This design comes from an exercise in tuning for small area and a short achievable clock period on the open sky130 flow, not from production work. In this exercise RTL edits were held to simulation tests only and were not proved equivalent to the original. No activity file was given, so power comes from the tool's default toggle rates.

--- design.v ---
package rv32i_pkg;
    typedef logic [32-1:0] word_t;
    typedef logic [5-1:0] reg_addr_t;
    typedef enum logic [3:0] {
        ALU_ADD    = 4'd0,
        ALU_SUB    = 4'd1,
        ALU_SLL    = 4'd2,
        ALU_SLT    = 4'd3,
        ALU_SLTU   = 4'd4,
        ALU_XOR    = 4'd5,
        ALU_SRL    = 4'd6,
        ALU_SRA    = 4'd7,
        ALU_OR     = 4'd8,
        ALU_AND    = 4'd9,
        ALU_PASS_B = 4'd10
    } alu_op_t;
endpackage
`timescale 1ns/1ns
module rf_aoi222 (
    input  logic a1, a2, b1, b2, c1, c2,
    output logic y
);
    assign y = ~((a1 & a2) | (b1 & b2) | (c1 & c2));
endmodule
module rf_read_bit (
    input  logic [31:1] sel,
    input  logic [31:1] d,
    output logic        y
);
    logic [10:0] n;    
    genvar k;
    for (k = 0; k < 10; k++) begin : g_grp
        rf_aoi222 u (
            .a1(sel[3*k+1]), .a2(d[3*k+1]),
            .b1(sel[3*k+2]), .b2(d[3*k+2]),
            .c1(sel[3*k+3]), .c2(d[3*k+3]),
            .y(n[k])
        );
    end
    assign n[10] = ~(sel[31] & d[31]);
    assign y = ~(&n);
endmodule
module register_file (
    input  logic             clk,
    input  logic             reset,
    input  logic [31:1]      sel_a,
    input  logic [31:1]      sel_b,
    output rv32i_pkg::word_t rd_a,
    output rv32i_pkg::word_t rd_b,
    input  logic [31:1]      wr_en,      
    input  rv32i_pkg::word_t wr_data
);
    logic [31*32-1:0] regs;
    rv32i_pkg::word_t wdata;
    assign wdata = reset ? '0 : wr_data;
    genvar gi, gb;
    for (gi = 1; gi < 32; gi++) begin : g_reg
        logic we;
        assign we = reset || wr_en[gi];
        always_ff @(posedge clk) begin
            if (we)
                regs[(gi-1)*32 +: 32] <= wdata;
        end
    end
    for (gb = 0; gb < 32; gb++) begin : g_bit
        logic [31:1] col;
        for (gi = 1; gi < 32; gi++) begin : g_col
            assign col[gi] = regs[(gi-1)*32 + gb];
        end
        rf_read_bit u_a (.sel(sel_a), .d(col), .y(rd_a[gb]));
        rf_read_bit u_b (.sel(sel_b), .d(col), .y(rd_b[gb]));
    end
endmodule
`timescale 1ns/1ns
module forwarding_unit (
    input  rv32i_pkg::reg_addr_t src,
    input  logic [31:1]          ex_hit,
    output logic [31:1]          sel_reg,
    output logic                 sel_ex
);
    logic [31:1] dec;
    always_comb begin
        for (int i = 1; i < 32; i++)
            dec[i] = (src == i);
    end
    assign sel_reg = dec & ~ex_hit;
    assign sel_ex  = |(dec & ex_hit);
endmodule
`timescale 1ns/1ns
module decode_stage (
    input  rv32i_pkg::word_t inst,
    output logic             ok,        
    output logic             use_a,     
    output logic             use_b,     
    output rv32i_pkg::word_t imm,       
    output logic             inv_b,     
    output logic             s_add,     
    output logic             s_p,       
    output logic             s_g,       
    output logic             s_sl,      
    output logic             s_sr,      
    output logic             s_lt,      
    output logic             lt_signed,
    output logic             sra        
);
    logic [6:0] opcode;
    logic [2:0] f3;
    logic [6:0] funct7;
    logic is_op, is_imm, is_lui, f7_zero, f7_alt;
    assign opcode  = inst[6:0];
    assign f3      = inst[14:12];
    assign funct7  = inst[31:25];
    assign is_op   = (opcode == 7'b011_0011);
    assign is_imm  = (opcode == 7'b001_0011);
    assign is_lui  = (opcode == 7'b011_0111);
    assign f7_zero = (funct7 == 7'b0);
    assign f7_alt  = (funct7 == 7'b010_0000);
    always_comb begin
        ok = 1'b0;
        if (is_op)
            ok = f7_zero || (f7_alt && ((f3 == 3'b000) || (f3 == 3'b101)));
        else if (is_imm)
            ok = (f3 == 3'b001) ? f7_zero :
                 (f3 == 3'b101)  ? (f7_zero || f7_alt) : 1'b1;
        else if (is_lui)
            ok = 1'b1;
    end
    assign use_a = !is_lui;
    assign use_b = is_op;
    assign imm   = is_op  ? '0 :
                   is_lui ? {inst[31:12], 12'b0} :
                            {{20{inst[31]}}, inst[31:20]};
    assign inv_b = !is_lui && ((f3 == 3'b010) || (f3 == 3'b011) ||
                               (is_op && (f3 == 3'b000) && f7_alt));
    assign s_add     = is_lui || (f3 == 3'b000);
    assign s_p       = !is_lui && ((f3 == 3'b100) || (f3 == 3'b110));
    assign s_g       = !is_lui && ((f3 == 3'b111) || (f3 == 3'b110));
    assign s_sl      = !is_lui && (f3 == 3'b001);
    assign s_sr      = !is_lui && (f3 == 3'b101);
    assign s_lt      = !is_lui && ((f3 == 3'b010) || (f3 == 3'b011));
    assign lt_signed = (f3 == 3'b010);
    assign sra       = f7_alt;
endmodule
`timescale 1ns/1ns
module execute_stage (
    input  rv32i_pkg::word_t p,       
    input  rv32i_pkg::word_t g,       
    input  logic             cin,
    input  logic [3:0]       sh,      
    input  logic             fill,    
    input  logic             s_add,
    input  logic             s_p,
    input  logic             s_g,
    input  logic             s_sl,
    input  logic             s_sr,
    input  logic             s_lt,
    input  logic             lt_signed,
    output rv32i_pkg::word_t result
);
    rv32i_pkg::word_t sum, shr, shl, sh1, sh2, sh3, sh4;
    logic [32:0] gx [0:6];
    logic [32:0] px [0:6];
    logic        cout, lt;
    always_comb begin
        gx[0] = {g, cin};
        px[0] = {p, 1'b0};
        for (int l = 0; l < 6; l++) begin
            for (int i = 0; i < 33; i++) begin
                if (i >= (1 << l)) begin
                    gx[l+1][i] = gx[l][i] | (px[l][i] & gx[l][i - (1 << l)]);
                    px[l+1][i] = px[l][i] & px[l][i - (1 << l)];
                end else begin
                    gx[l+1][i] = gx[l][i];
                    px[l+1][i] = px[l][i];
                end
            end
        end
    end
    assign sum  = p ^ gx[6][31:0];
    assign cout = gx[6][32];
    assign lt = (lt_signed ? p[31] : 1'b1) ^ cout;
    assign sh1 = p;
    assign sh2 = sh[3] ? {{8{fill}},  sh1[31:8]}  : sh1;
    assign sh3 = sh[2] ? {{4{fill}},  sh2[31:4]}  : sh2;
    assign sh4 = sh[1] ? {{2{fill}},  sh3[31:2]}  : sh3;
    assign shr = sh[0] ? {fill,       sh4[31:1]}  : sh4;
    always_comb begin
        for (int i = 0; i < 32; i++)
            shl[i] = shr[31-i];
    end
    assign result = ({32{s_add}} & sum) |
                    ({32{s_p}}   & p)   |
                    ({32{s_g}}   & g)   |
                    ({32{s_sr}}  & shr) |
                    ({32{s_sl}}  & shl) |
                    {31'b0, s_lt & lt};
endmodule
`timescale 1ns/1ns
module rv32i_core (
    input  logic                 clk,
    input  logic                 reset,
    input  rv32i_pkg::word_t     inst,
    input  logic                 inst_valid,
    output logic                 wb_valid,
    output rv32i_pkg::reg_addr_t wb_rd,
    output rv32i_pkg::word_t     wb_result,
    output rv32i_pkg::word_t     ex_result
);
    logic             dec_ok, use_a, use_b, inv_b, sra;
    logic             s_add, s_p, s_g, s_sl, s_sr, s_lt, lt_signed;
    rv32i_pkg::word_t imm;
    logic                 ex_valid;
    rv32i_pkg::reg_addr_t ex_rd;
    rv32i_pkg::word_t     ex_p, ex_g;
    logic                 ex_inv_b, ex_fill;
    logic                 ex_s_add, ex_s_p, ex_s_g, ex_s_sl, ex_s_sr, ex_s_lt, ex_lt_signed;
    logic [31:1]      sel_a, sel_b;
    logic             fwd_a, fwd_b;
    rv32i_pkg::word_t rd_a, rd_b, op_a, op_b, op_bx, op_a_rev, sh_in, sh_pre;
    logic             sh_fill;
    logic [31:1]      ex_hit;
    logic [3:0]       ex_sh;
    always_comb begin
        for (int i = 1; i < 32; i++)
            ex_hit[i] = ex_valid && (ex_rd == i);
    end
    decode_stage decode_inst (
        .inst(inst),
        .ok(dec_ok),
        .use_a(use_a),
        .use_b(use_b),
        .imm(imm),
        .inv_b(inv_b),
        .s_add(s_add),
        .s_p(s_p),
        .s_g(s_g),
        .s_sl(s_sl),
        .s_sr(s_sr),
        .s_lt(s_lt),
        .lt_signed(lt_signed),
        .sra(sra)
    );
    forwarding_unit fwd_a_inst (
        .src(inst[19:15]),
        .ex_hit(ex_hit),
        .sel_reg(sel_a),
        .sel_ex(fwd_a)
    );
    forwarding_unit fwd_b_inst (
        .src(inst[24:20]),
        .ex_hit(ex_hit),
        .sel_reg(sel_b),
        .sel_ex(fwd_b)
    );
    register_file register_file_inst (
        .clk(clk),
        .reset(reset),
        .sel_a(sel_a),
        .sel_b(sel_b),
        .rd_a(rd_a),
        .rd_b(rd_b),
        .wr_en(ex_hit),
        .wr_data(ex_result)
    );
    assign op_a = {32{use_a}} & (rd_a | ({32{fwd_a}} & ex_result));
    assign op_b = use_b ? (rd_b | ({32{fwd_b}} & ex_result)) : imm;
    assign op_bx = inv_b ? ~op_b : op_b;
    always_comb begin
        for (int i = 0; i < 32; i++)
            op_a_rev[i] = op_a[31-i];
    end
    assign sh_fill = s_sr && sra && op_a[31];
    assign sh_in   = s_sl ? op_a_rev : op_a;
    assign sh_pre  = op_b[4] ? {{16{sh_fill}}, sh_in[31:16]} : sh_in;
    always_ff @(posedge clk) begin
        if (reset)
            ex_valid <= 1'b0;
        else
            ex_valid <= inst_valid && dec_ok;
    end
    always_ff @(posedge clk) begin
        ex_rd    <= inst[11:7];
        ex_p     <= (s_sl || s_sr) ? sh_pre : (op_a ^ op_bx);
        ex_g     <= op_a & op_bx;
        ex_inv_b <= inv_b;
        ex_sh    <= (s_sl || s_sr) ? op_b[3:0] : 4'b0;
        ex_fill  <= sh_fill;
        ex_s_add <= s_add;
        ex_s_p   <= s_p;
        ex_s_g   <= s_g;
        ex_s_sl  <= s_sl;
        ex_s_sr  <= s_sr;
        ex_s_lt  <= s_lt;
        ex_lt_signed <= lt_signed;
    end
    execute_stage execute_inst (
        .p(ex_p),
        .g(ex_g),
        .cin(ex_inv_b),
        .sh(ex_sh),
        .fill(ex_fill),
        .s_add(ex_s_add),
        .s_p(ex_s_p),
        .s_g(ex_s_g),
        .s_sl(ex_s_sl),
        .s_sr(ex_s_sr),
        .s_lt(ex_s_lt),
        .lt_signed(ex_lt_signed),
        .result(ex_result)
    );
    always_ff @(posedge clk) begin
        if (reset)
            wb_valid <= 1'b0;
        else
            wb_valid <= ex_valid;
    end
    always_ff @(posedge clk) begin
        wb_rd     <= ex_rd;
        wb_result <= ex_result;
    end
endmodule
--- flow/run.sh ---
#!/bin/bash
set -euo pipefail
here=$(pwd)
bash standard.sh \
  "BUFFER_PORTS_ARGS=-buffer_cell sky130_fd_sc_hd__buf_4" \
  "FASTROUTE_TCL=$here/flow/fastroute.tcl" \
  "CTS_ARGS=-sink_clustering_enable -repair_clock_nets -sink_clustering_size 20 -sink_clustering_max_diameter 80 -buf_list sky130_fd_sc_hd__clkbuf_16 -dont_use_dummy_load" \
  finish > standard.log 2>&1
--- flow/fastroute.tcl ---
# Global routing layers and capacity derating. met1 and met2 carry most pin
# access, so they are derated more than the platform's flat 0.2, which pushes
# longer routes up to met3 and met4 and leaves room for the detailed router.
set_global_routing_layer_adjustment met1 0.45
set_global_routing_layer_adjustment met2 0.35
set_global_routing_layer_adjustment met3-$::env(MAX_ROUTING_LAYER) 0.2

set_routing_layers -clock $::env(MIN_CLK_ROUTING_LAYER)-$::env(MAX_ROUTING_LAYER)
set_routing_layers -signal $::env(MIN_ROUTING_LAYER)-$::env(MAX_ROUTING_LAYER)
--- standard.sh ---
#!/bin/bash
# synth_recipe.tcl (not shown) runs the flow's synth.tcl, then flattens the netlist and writes it again
# the make line also repeats each setting of config.mk as NAME=value (left out here)
make -C /OpenROAD-flow-scripts/flow DESIGN_CONFIG=/design/flow/config.mk WORK_HOME=/design/flow/orfs CLKGATE_MAP_FILE= SYNTH_SCRIPT=/design/flow/synth_recipe.tcl "${@:-finish}"
--- config.mk ---
export PLATFORM = sky130hd
export DESIGN_NAME = rv32i_core
export DESIGN_NICKNAME = rv32i_core
export VERILOG_FILES = /design/flow/design.v
export SDC_FILE = /design/flow/constraint.sdc
export NUM_CORES = 4
export LEC_CHECK = 0
export CAP_MARGIN = 20
export CELL_PAD_IN_SITES_DETAIL_PLACEMENT = 1
export CELL_PAD_IN_SITES_GLOBAL_PLACEMENT = 2
export CORE_MARGIN = 2
export CORE_UTILIZATION = 30
export PLACE_DENSITY = 0.5
export SETUP_SLACK_MARGIN = 4
export SLEW_MARGIN = 20
export SYNTH_HIERARCHICAL = 1
export SYNTH_MINIMUM_KEEP_SIZE = 0
--- constraint.sdc ---
create_clock -name core_clock -period 8.5 [get_ports {clk}]
set_input_delay 1.7000 -clock core_clock [delete_from_list [all_inputs] [get_ports {clk}]]
set_output_delay 1.7000 -clock core_clock [all_outputs]
set_load 0.01 [all_outputs]
==> out/results.ini, run 1 <==
[worst_setup_path]
critPathCaptureType = output pin
critical_path_arrival_ns = 3.34
r2r_cells = 15
critical_path_peak_fanout = 6
cp-start-kind = flop
critical_path_class = flop to output pin
worst_ep_required_time_ns = 6.80

[synth]
count_of_different_cell_masters_after_synthesis = 94
synthAdderAreaFrac_pct = 0.829
compound_cell_area_share_of_the_yosys_netlist_pct = 21.0
seq_area_frac_synth_pct = 64.7
post_synth_and_or_nand_nor_area_fraction_pct = 8.39
synthesized_area_fraction_occupied_by_xor_and_xnor_cells_pct = 0.809
yosys-mux-area-fraction_pct = 2.58
synth_area_per_cell_um2 = 14.2
yosys_warnings = 13
ys_dominant_reg_cell = edfxtp_1
asyncSetResetFlopFracSynth_pct = 0
yosys_register_bits = 1113
synth-edff-count = 992
synthesized_instance_count = 3501
largest_family_of_logic_cells_by_synthesized_area = compound AO/OA/AOI/OAI gates
synth.cell_area_um2 = 49800
mappedNetlistNets = 3569

[floorplan]
die_area_um2 = 169000
boundaryPins = 105
dieWidth_um = 411
die-height_um = 411
core_area_um2 = 165000
initial_core_util_pct = 30.2
core.rowCount = 149

[clock_network]
clk-insertion-delay-late_ns = 0.76
clk_pin_slew_worst_paths_ns = 0.08
h-tree-depth = 3
cts-buffers-inserted = 85
tritoncts_num_sinks = 1113
root_buffer = clkbuf_16
tritoncts = done
clockBufferDepth = 3

[placement]
placement.cell_area_um2 = 55000
detailedPlacementHpwl_um = 165000
portBuffers = 104
place_worst_setup_slack_ns = 2.06
gp_routability_congestion = 0.956

[timing]
rsz0062_at_grt = true
min_period_ns = 5.04
worst_path_setup_slack_after_routing_ns = 3.46
fmax_mhz = 198
period_share_pct = 59.3
timing.setup.tns_ns = 0
relSlewSlack_pct = 20.9
final_hold_viols = 0
max_slew_violation_count = 0
worst_clock_skew_ns = 0.0974
actual_slew_at_the_worst_max_slew_pin_ns = 1.18
setup_violations = 0

[global_routing]
grt_pass1_wl_um = 360000
grt_pass1_vias = 42137
grt_remaining_overflow = 0
grt_max_degree = 51
grt_use_total_pct = 36.8
antenna_found_initial = 18

[power_and_ir_drop]
power_per_cell_area_nw_per_um2 = 241
overall_power_of_the_completed_layout_uw = 15300
cellLeakagePower_uw = 0.0221
power.ir.vdd_worst_mv = 0.161

[routing]
drt_wl_total_um = 275000
route.vias.total = 41395
final_antenna_net_count = 0
post_drt_via_cell_ratio = 6.61
drtPass1Iterations = 10
remaining_drc_errors = 0
avgRoutedWirePerCell_um = 43.8
initialDrtViolationCount = 6019

[cells_and_area]
nFillCells = 16705
area_delta_synth_final_pct = 27.6
final_core_utilization_pct = 38.5
fraction_of_layout_cells_with_a_size_suffix_above_1_pct = 29.4
finish.instance_area_um2 = 63500
nNetsFinal = 4124

[run]
max_capacitance_violation_count = 0

[min_path]
hold_class = flop to flop
cell_depth_of_the_worst_hold_path = 0

[run_status]
outcome = complete, no violations

[area by class of cell]
cell class,count,area (um^2),share of cell area [%]
sequential,1113,32300,50.8
multi-input combinational,2219,19300,30.5
timing repair buffer,616,6860,10.8
tap,2189,2740,4.31
clock buffer,85,2130,3.35
inverter,19,93.8,0.148
antenna,21,52.6,0.0827
timing repair inverter,2,15.0,0.0236
[cell usage after synthesis (10+ instances only)]
cell	instances	area, um^2
a2111o_1	64	721
a211oi_1	17	128
a21o_1	24	180
a21oi_1	173	866
a222oi_1	656	6570
a22oi_1	19	143
and2_1	19	119
buf_2	42	210
buf_4	12	90.1
clkbuf_1	75	282
dfxtp_1	121	2420
edfxtp_1	992	29800
ha_1	33	413
inv_1	15	56.3
mux2_2	18	203
mux2i_1	71	711
nand2_1	201	754
nand2b_1	15	93.8
nand3_1	38	190
nand4_1	147	920
nor2_1	180	676
nor2b_1	46	288
nor3_1	82	410
o211a_1	11	110
o211ai_1	26	195
o21a_1	12	90.1
o21ai_0	75	375
or2_1	13	81.3
or2_2	32	200
or3_1	14	87.6
xnor2_1	10	87.6
xor2_1	36	315
[per-stage QoR]
step / std cells / hold slack [ns]
3_3_place_gp: 5831 / 0.410
5_1_grt: 6247 / 0.438
2_1_floorplan: 3501 / 0.367
3_5_place_dp: 5835 / 0.409
4_1_cts: 6093 / 0.421
6_report: 6264 / 0.412
[per-module statistics from Yosys (local to each module, per instance)]
module,flip-flops and latches,area [um^2],cells inside
execute_stage,0,4320,663
forwarding_unit,0,662,106
rf_read_bit,0,27.5,4
decode_stage,0,462,69
rv32i_core,121,5290,600
register_file,992,30200,1061
rf_aoi222,0,10.0,1
[logic make-up (layout without fill, tap and decap cells)]
group	count (synthesis)	in the layout
AOI/OAI and AO/OA	1202	1202
xor gates and xnor gates	46	46
adders and majority gates	33	33
buffers and inverters	169	722
DFF	1113	1113
muxes	106	106
other	0	21
and+or+nand+nor	832	832
[worst paths after layout]
| kind | to | startpoint | slack (ns) |
|---|---|---|---|
| hold reg to reg | wb_rd[0] | ex_rd[0] | 0.41 |
| setup reg to reg | ex_p[0] | ex_rd[1] | 3.85 |
| setup / recovery | ex_result[8] | ex_sh[0] | 3.46 |
| hold / removal | wb_rd[0] | ex_rd[0] | 0.41 |
[layout by cell type (no fill, tap or decap), types with 18 or more instances in the layout]
cell,netlist,routed
a22oi_1,19,18
nor2_1,180,157
a222oi_1,656,656
o211ai_1,26,26
buf_12,1,69
a21o_1,24,23
nor2b_4,0,19
ha_1,33,31
a21oi_2,5,68
buf_6,7,82
a21oi_4,0,24
o21ai_1,4,22
dfxtp_2,0,18
nor3_1,82,18
nand3_1,38,34
xor2_1,36,31
or2_2,32,31
nor2_2,1,18
o21ai_2,0,19
edfxtp_1,992,992
a2111o_1,64,64
o21ai_0,75,34
dfxtp_1,121,87
clkbuf_16,0,102
a21oi_1,173,86
nand2_1,201,182
mux2i_1,71,48
buf_4,12,398
nand4_1,147,147
diode_2,0,21
nor3_4,1,63
[sequential cells by signal, summed over array words and instances (netlist names)]
name,count
wb_rd,5
ex_p,32
ex_inv_b,1
ex_lt_signed,1
ex_s_g,1
wb_valid,1
ex_s_sl,1
wb_result,32
ex_valid,1
ex_fill,1
ex_s_add,1
ex_s_p,1
ex_sh,4
ex_g,32
ex_s_lt,1
ex_s_sr,1
register_file_inst.regs,992
ex_rd,5
[worst max-delay path, cell delays in order, from the launching register on]
cell and delay, ns:
dfxtp_4 0.44, buf_4 0.14, buf_6 0.09, buf_6 0.11
mux2_4 0.32, mux2i_2 0.17, o21ai_2 0.10, nor2_2 0.14
a21oi_4 0.05, a222oi_1 0.56, o21ai_2 0.19, buf_6 0.19
buf_6 0.12
[report_power, final]
group | switching (uW) | internal [uW]
registers | 612 | 7040
clock network | 1910 | 1760
logic | 2590 | 1420
[per-layer routing]
| metal | vias to the layer above | global-route usage (%) | routed length, um |
|---|---|---|---|
| met1 | 21469 | 53.3 | 102000 |
| met5 | - | 0 | 322 |
| met2 | 2432 | 55.4 | 115000 |
| met3 | 661 | 16.5 | 38200 |
| li1 | 16807 | - | - |
| met4 | 26 | 17.8 | 18900 |
[timing repair]
| item | 4_1_cts | 5_1_grt |
|---|---|---|
| pin swaps | 158 | 249 |
| setup buffers | 153 | 130 |
| cloned | 20 | 20 |
| gates resized for setup | 481 | 241 |
| setup endpoints to repair | 233 | 65 |
| hold buffers | 0 | 0 |
==> run 2: changes to the inputs <==
--- a/design.v
+++ b/design.v
@@ -148,3 +148,3 @@
     input  logic             cin,
-    input  logic [3:0]       sh,      
+    input  logic [4:0]       sh,      
     input  logic             fill,    
@@ -159,11 +159,11 @@
 );
-    rv32i_pkg::word_t sum, shr, shl, sh1, sh2, sh3, sh4;
-    logic [32:0] gx [0:6];
-    logic [32:0] px [0:6];
+    rv32i_pkg::word_t shr, shl, sh1, sh2, sh3, sh4, carry, early_0, early_1;
+    logic [31:0] gx [0:5];
+    logic [31:0] px [0:5];
     logic        cout, lt;
     always_comb begin
-        gx[0] = {g, cin};
-        px[0] = {p, 1'b0};
-        for (int l = 0; l < 6; l++) begin
-            for (int i = 0; i < 33; i++) begin
+        gx[0] = g;
+        px[0] = p;
+        for (int l = 0; l < 5; l++) begin
+            for (int i = 0; i < 32; i++) begin
                 if (i >= (1 << l)) begin
@@ -178,6 +178,6 @@
     end
-    assign sum  = p ^ gx[6][31:0];
-    assign cout = gx[6][32];
+    assign carry = {gx[5][30:0], cin};
+    assign cout  = gx[5][31];
     assign lt = (lt_signed ? p[31] : 1'b1) ^ cout;
-    assign sh1 = p;
+    assign sh1 = sh[4] ? {{16{fill}}, p[31:16]}   : p;
     assign sh2 = sh[3] ? {{8{fill}},  sh1[31:8]}  : sh1;
@@ -190,8 +190,17 @@
     end
-    assign result = ({32{s_add}} & sum) |
-                    ({32{s_p}}   & p)   |
-                    ({32{s_g}}   & g)   |
-                    ({32{s_sr}}  & shr) |
-                    ({32{s_sl}}  & shl) |
-                    {31'b0, s_lt & lt};
+    assign early_0 = ({32{s_add}} & p)  |
+                     ({32{s_p}}   & p)  |
+                     ({32{s_g}}   & g)  |
+                     ({32{s_sr}}  & shr) |
+                     ({32{s_sl}}  & shl);
+    assign early_1 = ({32{s_add}} & ~p) |
+                     ({32{s_p}}   & p)  |
+                     ({32{s_g}}   & g)  |
+                     ({32{s_sr}}  & shr) |
+                     ({32{s_sl}}  & shl);
+    always_comb begin
+        for (int i = 0; i < 32; i++)
+            result[i] = carry[i] ? early_1[i] : early_0[i];
+        result[0] = result[0] | (s_lt & lt);
+    end
 endmodule
@@ -218,6 +227,5 @@
     logic             fwd_a, fwd_b;
-    rv32i_pkg::word_t rd_a, rd_b, op_a, op_b, op_bx, op_a_rev, sh_in, sh_pre;
-    logic             sh_fill;
+    rv32i_pkg::word_t rd_a, rd_b, op_a, op_b, op_bx, op_a_rev;
     logic [31:1]      ex_hit;
-    logic [3:0]       ex_sh;
+    logic [4:0]       ex_sh;
     always_comb begin
@@ -271,5 +279,2 @@
     end
-    assign sh_fill = s_sr && sra && op_a[31];
-    assign sh_in   = s_sl ? op_a_rev : op_a;
-    assign sh_pre  = op_b[4] ? {{16{sh_fill}}, sh_in[31:16]} : sh_in;
     always_ff @(posedge clk) begin
@@ -282,7 +287,7 @@
         ex_rd    <= inst[11:7];
-        ex_p     <= (s_sl || s_sr) ? sh_pre : (op_a ^ op_bx);
-        ex_g     <= op_a & op_bx;
+        ex_p     <= s_sl ? op_a_rev : s_sr ? op_a : (op_a ^ op_bx);
+        ex_g     <= (op_a & op_bx) | {31'b0, (op_a[0] ^ op_bx[0]) & inv_b};
         ex_inv_b <= inv_b;
-        ex_sh    <= (s_sl || s_sr) ? op_b[3:0] : 4'b0;
-        ex_fill  <= sh_fill;
+        ex_sh    <= (s_sl || s_sr) ? op_b[4:0] : 5'b0;
+        ex_fill  <= s_sr && sra && op_a[31];
         ex_s_add <= s_add;
==> run 2 against run 1 <==
Still clean. Synthesized cell count shrank 2.8%. Flip-flop and latch count grew 1. Sequential power fell by 0.9%. Critical endpoint is now ex_result[24]. Highest routed layer unchanged.
==> out/results.ini, run 2 <==
[timing]
fmax_mhz = 196
worst_clock_skew_ns = 0.0678
actual_slew_at_the_worst_max_slew_pin_ns = 1.40
worst_path_setup_slack_after_routing_ns = 3.39
max_slew_violation_count = 0
min_period_ns = 5.11
timing.setup.tns_ns = 0
setup_violations = 0
rsz0062_at_grt = true
relSlewSlack_pct = 6.27
whs_ns = 0.394
period_share_pct = 60.1
final_hold_viols = 0

[floorplan]
core_area_um2 = 163000
die-height_um = 409
dieWidth_um = 409
boundaryPins = 105
initial_core_util_pct = 30.3
core.rowCount = 148
die_area_um2 = 168000

[synth]
count_leader_synth = edfxtp_1
yosys_register_bits = 1114
synthAdderAreaFrac_pct = 0.787
seq_area_frac_synth_pct = 65.4
synthesized_area_fraction_occupied_by_xor_and_xnor_cells_pct = 0.924
synth-edff-count = 992
yosys-mux-area-fraction_pct = 2.89
yosys_warnings = 13
mappedNetlistNets = 3470
yosys-top-cells-area = edfxtp_1, a222oi_1, dfxtp_1, nand4_1, mux2i_1
post_synth_and_or_nand_nor_area_fraction_pct = 8.04
synth.cell_area_um2 = 49300
compound_cell_area_share_of_the_yosys_netlist_pct = 20.5
asyncSetResetFlopFracSynth_pct = 0
synth_area_per_cell_um2 = 14.5
largest_family_of_logic_cells_by_synthesized_area = compound AO/OA/AOI/OAI gates
ys_dominant_reg_cell = edfxtp_1
synth_top_area_cell = edfxtp_1
synthesized_instance_count = 3404
post_synth_most_frequent_cells = edfxtp_1, a222oi_1, nand2_1
count_of_different_cell_masters_after_synthesis = 86
synthDominantCellAreaShare_pct = 60.4

[global_routing]
grt_pass1_wl_um = 347000
grt_remaining_overflow = 0
grt_use_total_pct = 35.6
antenna_found_initial = 24
grt_pass1_vias = 41436
grt_max_degree = 68

[worst_setup_path]
crit_path_cell_trace = buf_12, mux2_4, nor2_2, nor3_1, a31oi_1, o21ai_2, a222oi_1, nand4_1, or3_4, buf_6
critical_path_class = flop to output pin
crit_path_top_delay_cell = a222oi_1
worst_ep_required_time_ns = 6.80
cp-start-kind = flop
critical_path_arrival_ns = 3.41
critPathCaptureType = output pin
r2r_cells = 14
crit_path_max_incr_delay_ns = 0.62
reg2reg_slack_ns = 4.09
critical_path_peak_fanout = 6

[cells_and_area]
largest-register = register_file_inst.regs
finish.instance_area_um2 = 60900
nFillCells = 16589
area_delta_synth_final_pct = 23.6
most-common-layout-cells = edfxtp_1, a222oi_1, buf_4, nand2_1, nand4_1
nNetsFinal = 3932
fraction_of_layout_cells_with_a_size_suffix_above_1_pct = 25.9
most_common_cell_after_layout_fill_and_taps_aside = edfxtp_1
largest_register_ff_count = 992

[routing]
avgRoutedWirePerCell_um = 43.5
drt_wl_total_um = 263000
final_antenna_net_count = 0
drtPass1Iterations = 14
met2WireLength_um = 113000
route.vias.total = 40212
post_drt_via_cell_ratio = 6.65
routed.top_layer = met5
detailroute.wirelength.met3_um = 37000
initialDrtViolationCount = 5527
detail_route.wirelength.met1_um = 94600
remaining_drc_errors = 0

[clock_network]
cts-buffers-inserted = 86
clk-insertion-delay-late_ns = 0.72
root_buffer = clkbuf_16
clockBufferDepth = 3
tritoncts_num_sinks = 1114
clk_pin_slew_worst_paths_ns = 0.07
tritoncts = done
h-tree-depth = 3

[power_and_ir_drop]
power.ir.vdd_worst_mv = 0.154
overall_power_of_the_completed_layout_uw = 14800
cellLeakagePower_uw = 0.0210
power_per_cell_area_nw_per_um2 = 243

[placement]
placement.cell_area_um2 = 54400
place_worst_setup_slack_ns = 2.44
portBuffers = 104
detailedPlacementHpwl_um = 155000
gp_routability_congestion = 0.937

[run]
max_capacitance_violation_count = 0

[run_status]
outcome = complete, no violations

[min_path]
cell_depth_of_the_worst_hold_path = 0
hold_class = flop to flop

run 2: repair_timing:
action                     CTS  global route
resized for setup          265           259
hold endpoints to repair     0             0
gates cloned                11            17
setup endpoints to repair  194            64
hold buffers                 0             0
pin swaps                   85           227
setup buffers               95           108
run 2: critical path, delay by kind of cell, from the launching register on:
| family | cells | cell delay (ns) |
|---|---|---|
| AND/OR/NAND/NOR | 4 | 0.70 |
| multiplexers | 1 | 0.34 |
| AO/OA/AOI/OAI | 3 | 0.92 |
| flip-flops | 1 | 0.45 |
| buffers and inverters | 2 | 0.31 |
run 2: cells by family (layout without fill, tap and decap cells):
kind of cell,Yosys count,count (layout)
AO/OA/AOI/OAI,1157,1157
flip-flops,1114,1114
AND/OR/NAND/NOR,775,776
buffers and inverters,159,618
multiplexers,116,116
XOR/XNOR,52,52
adder cells (fa/ha/maj),31,31
other,0,10
run 2: path summary, 6_finish.rpt:
kind         startpoint       endpoint
max reg2reg    ex_rd[2]        ex_p[8]
max            ex_sh[2]  ex_result[24]
min reg2reg    ex_rd[0]       wb_rd[0]
min            ex_rd[0]       wb_rd[0]
run 2: Yosys stat by module (local to each module, per instance):
module / cells inside / flip-flops and latches / area [um^2] / copies in the design
execute_stage: 629 / 0 / 4180 / 1
rf_aoi222: 1 / 0 / 10.0 / 640
rf_read_bit: 4 / 0 / 27.5 / 64
register_file: 1061 / 992 / 30200 / 1
forwarding_unit: 106 / 0 / 662 / 2
decode_stage: 69 / 0 / 462 / 1
rv32i_core: 537 / 122 / 4940 / 1
run 2: area by class of cell:
cell class	instances	area [um^2]	share of cell area, %
Timing Repair Buffer	512	5300	8.70
Antenna cell	10	25.0	0.0411
Inverter	20	86.3	0.142
Sequential cell	1114	32300	53.0
Clock buffer	86	2150	3.53
Multi-Input combinational cell	2132	18400	30.1
Tap cell	2175	2720	4.47
run 2: routing by layer:
layer | vias up | global-route usage (%)
met4 | 42 | 17.7
met5 | - | 2.27
li1 | 16153 | -
met3 | 747 | 17.0
met2 | 2569 | 54.0
met1 | 20701 | 49.5
run 2: metrics by stage:
stage / std cells / utilization [%]
finish: 6049 / 37.4
global route: 6041 / 37.4
CTS: 5914 / 36.0
detailed placement: 5722 / 33.4
global placement: 5722 / 33.4
floorplan: 3404 / -
run 2: power by group:
group	internal, uW	switching (uW)
sequential	7010	572
clock	1780	1910
combinational	1250	2280

==> static timing again, ports no longer ideal <==
No port has a modelled driver above. Below, the same layouts with a new extraction and two added sets of constraints.
Step 1: set_driving_cell puts a clkbuf_16 on clk and a buf_2 on each other input, an assumption about the parent block.
Step 2 times the ports against the registers' clock, not the clock port: input delays grow and output delays shrink by t, the midpoint of the rising clock arrivals with the driver on.
Slacks: ideal / step 1 / step 2; pairs: ideal / step 1.
run	t, ns	setup slack, ns	worst data-port slew with drivers (ns)
run 1	0.792	3.456 / 3.373 / 2.907	0.16
run 2	0.762	3.389 / 3.313 / 3.088	0.18
After both steps setup and hold are still met in every run listed. The setup slack of run 1, which loses most, moves by -0.083 ns with the drivers and by -0.549 ns with both steps.
